Source: an optimization exercise on an open RTL-to-GDS flow (aim: small area, a short achievable clock period and few clock cycles per item). Production flows keep margins and buffers that such runs may drop. The RTL was checked by simulation tests, not by an equivalence proof against the original design. No activity file was given, so power comes from the tool's default toggle rates.

== run 1 ==
// roberts_cross_gradient
module roberts_cross_gradient
#(
   parameter int MAX_WIDTH  = rcg_pkg::DEF_MAX_WIDTH,
   parameter int MAX_HEIGHT = rcg_pkg::DEF_MAX_HEIGHT
)(
   input  logic                     clock,
   input  logic                     reset,
   input  logic                     csr_wr_en,
   input  logic [rcg_pkg::CSR_WIDTH-1:0]     csr_wr_data,
   input  logic                     req_valid,
   output logic                     req_ready,
   input  logic [rcg_pkg::PIX_W-1:0]         req_pixel,
   input  logic                     req_start_of_frame,
   output logic                     rsp_valid,
   input  logic                     rsp_ready,
   output logic [rcg_pkg::ROW_W-1:0]         rsp_out_row,
   output logic [rcg_pkg::COL_W-1:0]         rsp_out_col,
   output logic signed [rcg_pkg::GRAD_W-1:0] rsp_diag_grad,
   output logic signed [rcg_pkg::GRAD_W-1:0] rsp_anti_grad,
   output logic [rcg_pkg::MAG_W-1:0]         rsp_magnitude,
   output logic                     rsp_last
);
   localparam int CW = $clog2(MAX_WIDTH);       
   localparam int RW = $clog2(MAX_HEIGHT);      
   localparam logic [13:0] CUT = 14'b11_1111_1111_1100;
   localparam int NST = 15;   
   logic adv;    
   logic adv_d;  
   logic            rdy_ff, sk_v, sk_sof;
   logic [7:0]      sk_p;
   logic            a_v, a_z, a_c0;
   logic [7:0]      a_p;
   logic [CW-1:0]   a_col;
   logic            origin;
  ...
Size in the first run: roughly 7000 cells after synthesis, roughly 81 I/O pins, roughly 120000 µm² of cells after synthesis.
clock: 7.0 ns
lec_check: 0
cap_margin: 20
core_margin: 2
core_utilization: 70
cts_cluster_diameter: 60
cts_cluster_size: 22
setup_slack_margin: 4.0
slew_margin: 20
run.sh (not shown) runs the stock make flow with config.mk's settings and CLKGATE_MAP_FILE= SYNTH_SCRIPT=/design/flow/synth_recipe.tcl, a recipe that flattens the netlist after the stock synthesis.
Testbench counts of run 1, summed over its fixed seeds: cycles 20,259, items 17,628.
--- input diff run 1..run 2 ---
-- flow/config.mk --
<<< run 1, line 11
export CTS_CLUSTER_DIAMETER = 60
export CTS_CLUSTER_SIZE = 22
export SETUP_SLACK_MARGIN = 4.0
>>> run 2, line 11
export CTS_CLUSTER_DIAMETER = 80
export CTS_CLUSTER_SIZE = 25
export SETUP_SLACK_MARGIN = 4.3
Results
Of run 2 and run 1, it is run 2 that has the higher critical path required time.
Global placement routability congestion: run 2 vs run 1 down about 0.36%
Routed wire length, run 2 vs run 1: up slightly
A critical-path cell with the highest stage delay of sky130_fd_sc_hd__edfxtp_1 is what run 1 shows, while sky130_fd_sc_hd__fa_1 belongs to run 2.
flop to output pin as the type of the setup path with the least slack was reported by run 1, and flop to flop by run 2.
Looking at run 1 and run 2, the clock period minus worst slack is a wash.

Setup of AL:
roberts_cross_gradient, a different RTL version from the one above (not shown whole).
Size: roughly 7000 cells after synthesis, ~3000 flip-flops, about 81 I/O pins, about 120000 µm² of cells after synthesis.
Settings: LEC_CHECK=0, CAP_MARGIN=20, CORE_MARGIN=2, CORE_UTILIZATION=60, CTS_BUF_LIST=sky130_fd_sc_hd__clkbuf_8, SETUP_SLACK_MARGIN=4.0, SLEW_MARGIN=20; clock period 7.0 ns.
Testbench counts of AL, summed over its fixed seeds: cycles 20,259, items 17,628.
Input changes introduced in JK (baseline for comparison: AL):
diff --git a/flow/config.mk b/flow/config.mk
--- a/flow/config.mk
+++ b/flow/config.mk
@@ -8,6 +8,7 @@
 export CAP_MARGIN = 20
 export CORE_MARGIN = 2
-export CORE_UTILIZATION = 60
-export CTS_BUF_LIST = sky130_fd_sc_hd__clkbuf_8
+export CORE_UTILIZATION = 70
+export CTS_CLUSTER_DIAMETER = 80
+export CTS_CLUSTER_SIZE = 25
 export SETUP_SLACK_MARGIN = 4.0
 export SLEW_MARGIN = 20
Findings:
Source-to-sink clock delay at the later pin of the worst-skew pair (lower): JK. Note that the total power consumption of the routed design recorded for JK amounts to 0.909 times the value seen in AL. JK ended up with reg2reg as its startpoint-to-endpoint class of the critical path; AL ended up with reg2out. Note that the die area recorded for AL amounts to 1.16 times the value seen in JK.

== job 8792 ==
Starting RTL as in the previous note.
==> flow/design.v (excerpt) <==
module roberts_cross_gradient
#(
   parameter int MAX_WIDTH  = rcg_pkg::DEF_MAX_WIDTH,
   parameter int MAX_HEIGHT = rcg_pkg::DEF_MAX_HEIGHT
)(
   input  logic                     clock,
   input  logic                     reset,
   input  logic                     csr_wr_en,
   input  logic [rcg_pkg::CSR_WIDTH-1:0]     csr_wr_data,
   input  logic                     req_valid,
   output logic                     req_ready,
   input  logic [rcg_pkg::PIX_W-1:0]         req_pixel,
   input  logic                     req_start_of_frame,
   output logic                     rsp_valid,
   input  logic                     rsp_ready,
   output logic [rcg_pkg::ROW_W-1:0]         rsp_out_row,
   output logic [rcg_pkg::COL_W-1:0]         rsp_out_col,
   output logic signed [rcg_pkg::GRAD_W-1:0] rsp_diag_grad,
   output logic signed [rcg_pkg::GRAD_W-1:0] rsp_anti_grad,
   output logic [rcg_pkg::MAG_W-1:0]         rsp_magnitude,
   output logic                     rsp_last
);
   localparam int CW = $clog2(MAX_WIDTH);       
   localparam int RW = $clog2(MAX_HEIGHT);      
   localparam logic [13:0] CUT = 14'b11_1111_1111_1100;
   localparam int NST = 15;   
   logic adv;    
   logic            rdy_ff, sk_v, sk_sof;
   logic [7:0]      sk_p;
   logic            a_v, a_z, a_c0;
   logic [7:0]      a_p;
   logic [CW-1:0]   a_col;
   logic            origin;
   logic [CW:0]     ncol;          
   logic [CW:0]     weff;          
   logic            acc, a_free, src_v, src_sof, ent_z, wrap;
   logic [7:0]      src_p;
   logic [CW-1:0]   ent_col;
   logic [CW:0]     wr_clamp;
   assign req_ready = rdy_ff;
   assign acc     = req_valid & rdy_ff;
   assign a_free  = ~a_v | adv;
   assign src_v   = sk_v | acc;
   assign src_p   = sk_v ? sk_p : req_pixel;
   assign src_sof = sk_v ? sk_sof : req_start_of_frame;
   assign wrap    = ncol >= weff;
   assign ent_z   = src_sof | origin;
   assign ent_col = (ent_z | wrap) ? '0 : ncol[CW-1:0];
   always_comb begin
      if (csr_wr_data < CSR_WIDTH'(2))              wr_clamp = (CW+1)'(2);
      else if (csr_wr_data > CSR_WIDTH'(MAX_WIDTH)) wr_clamp = (CW+1)'(MAX_WIDTH);
  ...
==> flow/config.mk <==
export PLATFORM = sky130hd
export DESIGN_NAME = roberts_cross_gradient
export DESIGN_NICKNAME = roberts_cross_gradient
export VERILOG_FILES = /design/flow/design.v
export SDC_FILE = /design/flow/constraint.sdc
export NUM_CORES = 4
export LEC_CHECK = 0
export CAP_MARGIN = 20
export CORE_MARGIN = 2
export CORE_UTILIZATION = 70
export CTS_CLUSTER_DIAMETER = 70
export CTS_CLUSTER_SIZE = 20
export SETUP_SLACK_MARGIN = 4.0
export SLEW_MARGIN = 20
==> flow/constraint.sdc <==
create_clock -name core_clock -period 7.0 [get_ports {clock}]
set_input_delay 1.4000 -clock core_clock [delete_from_list [all_inputs] [get_ports {clock}]]
set_output_delay 1.4000 -clock core_clock [all_outputs]
set_load 0.01 [all_outputs]
Job 8792 reached the final stage; the timing, design-rule and antenna checks on its layout passed.
Testbench counts of job 8792, summed over its fixed seeds: cycles 20,259, items 17,628.
Changes in job 6873 relative to job 8792:
- clearing CTS_CLUSTER_SIZE, which used to be 20
- clearing CTS_CLUSTER_DIAMETER, which used to be 70
Notes after the runs:
- | total met3 wirelength after detailed routing | higher: job 6873 |
- Summary of job 6873 over job 8792: synthesis-to-layout area growth moved up; sequential share of power moved down; worst reg-to-reg path cell count moved down.
- met2 capacity usage during global routing was lower in job 8792 than in job 6873.
- NOTE: sequential share of layout area in job 6873 falls short of that of job 8792
- Job 6873 and job 8792 ended up with roughly the same area taken by flip-flops and latches.
- Looking at count of vias placed by the detailed router, job 6873 sits 1.6% higher than job 8792 does.
- Shortest clock period the worst path allows after layout: job 6873 vs job 8792 down 0.037 ns
- Fraction of power spent switching nets: job 6873 vs job 8792 down 0.85 points
- CTS H-tree depth: job 8792 and job 6873 compared, lower one is job 8792
#### Input delta (job 193 over job 6873)
- setting CTS_CLUSTER_SIZE to 32 for the first time
- setting CTS_CLUSTER_DIAMETER to 85 for the first time
Notes after the runs:
When job 193 is measured against job 6873, its count of non-filler cells in the finished layout turns out 3.5% lower.
Higher combined global-route utilization of all metal layers among job 6873 and job 193: job 6873
Diff job 6873 -> job 193: worst hold slack after final layout higher, final critical-path setup slack has decreased, fraction of the cycle the final worst path needs comparable, pin slew with the least headroom to its limit increased by 0.010 ns relative to the old numbers.
Of job 6873 and job 193, the run reporting the lower share of total power in the clock network was job 193.
For job 6873, the most congested layer reported by global routing was met2, unlike job 193, where it was met1.
Input-level comparison between job 8964 and job 193:
- putting CTS_BUF_LIST at sky130_fd_sc_hd__clkbuf_4 where nothing was set
- swapping 70 for 60 in CORE_UTILIZATION
- clearing CTS_CLUSTER_SIZE, which used to be 32
- clearing CTS_CLUSTER_DIAMETER, which used to be 85
==> summary.txt <==
Non-clock buffer count in job 8964 vs job 193: up about 3.8%
Sort job 8964 and job 193 by final HPWL from detailed placement, ascending, and job 193 comes first.
Going from job 193 to job 8964, combinational gate power saw a decrease, worst endpoint required time saw a decrease.
Via-per-instance ratio shrinks by a little under 10% when moving from job 193 to job 8964.
Job 8964 vs. job 193: starting density of the core decreased by 10 points relative to the old numbers; tightest hold margin decreased by 0.018 ns relative to the old numbers; count of vias placed by the detailed router increased by 5.2% relative to the old numbers; buffers plus inverters on the worst setup path decreased by 2 relative to the old numbers.

roberts_cross_gradient again, from the RTL that the note above started with.
Design roberts_cross_gradient, start of the top module:
module roberts_cross_gradient
#(
   parameter int MAX_WIDTH  = rcg_pkg::DEF_MAX_WIDTH,
   parameter int MAX_HEIGHT = rcg_pkg::DEF_MAX_HEIGHT
)(
   input  logic                     clock,
   input  logic                     reset,
   input  logic                     csr_wr_en,
   input  logic [rcg_pkg::CSR_WIDTH-1:0]     csr_wr_data,
   input  logic                     req_valid,
   output logic                     req_ready,
   input  logic [rcg_pkg::PIX_W-1:0]         req_pixel,
   input  logic                     req_start_of_frame,
   output logic                     rsp_valid,
   input  logic                     rsp_ready,
   output logic [rcg_pkg::ROW_W-1:0]         rsp_out_row,
   output logic [rcg_pkg::COL_W-1:0]         rsp_out_col,
   output logic signed [rcg_pkg::GRAD_W-1:0] rsp_diag_grad,
   output logic signed [rcg_pkg::GRAD_W-1:0] rsp_anti_grad,
   output logic [rcg_pkg::MAG_W-1:0]         rsp_magnitude,
   output logic                     rsp_last
);
   localparam int CW = $clog2(MAX_WIDTH);       
   localparam int RW = $clog2(MAX_HEIGHT);      
   localparam logic [13:0] CUT = 14'b11_1111_1111_1100;
   localparam int NST = 15;   
   logic adv;    
  ...
export LEC_CHECK = 0
export CAP_MARGIN = 20
export CORE_MARGIN = 2
export CORE_UTILIZATION = 60
export SETUP_SLACK_MARGIN = 4.3
export SLEW_MARGIN = 20
create_clock -name core_clock -period 7.0 [get_ports {clock}]
Testbench counts at the start, summed over its fixed seeds: cycles 20,259, items 17,628.
Change:
Settings changed: SETUP_SLACK_MARGIN 4.3 to 4.0.
After rerunning:
- The changed run ran to the end with no violations
- via count goes down by 0.70%
- cell area goes down by 0.74%
- sequential power barely changes
- utilization goes down by 0.50 points
- non-clock buffer count goes down by 70
- global-route usage goes down by 0.17 points
- die area stays the same

[what the ideal ports hide]
Ports are ideal in the flow. The routed layouts listed here were re-timed in OpenROAD.
Step 1 sets driving cells, clkbuf_16 on the clock port and buf_2 on the other inputs (assumed; they add their load-dependent delay and slew).
Step 2, shift: input delay + t, output delay - t, t = (earliest + latest rising clock arrival at the registers) / 2. This alone moves slack from input paths to output paths.
Slacks: ideal / step 1 / step 2; pairs: ideal / step 1.
run | t, ns | setup slack, ns | worst setup path at the end | worst slew at a driven data input, ns
run 1 | 0.955 | 4.060 / 3.964 / 3.288 | input to register | 0.12
run 2 | 0.918 | 4.058 / 3.974 / 3.540 | input to register | 0.04
AL | 1.174 | 3.879 / 3.794 / 3.340 | input to register | 0.04
JK | 0.899 | 3.939 / 3.939 / 3.332 | input to register | 0.05
job 8792 | 0.918 | 3.967 / 3.955 / 3.328 | input to register | 0.05
job 6873 | 1.003 | 4.003 / 3.915 / 3.301 | input to register | 0.06
job 193 | 0.872 | 3.993 / 3.965 / 3.344 | input to register | 0.05
job 8964 | 1.472 | 3.552 / 3.469 / 3.313 | input to register | 0.04
the first run of note 4 | 1.008 | 3.974 / 3.923 / 3.466 | input to register | 0.04
the second run of note 4 | 1.006 | 3.962 / 3.924 / 3.300 | input to register | 0.04
After both steps setup and hold are still met in every run listed. The setup slack of run 1, which loses most, moves by -0.096 ns with the drivers and by -0.772 ns with both steps.
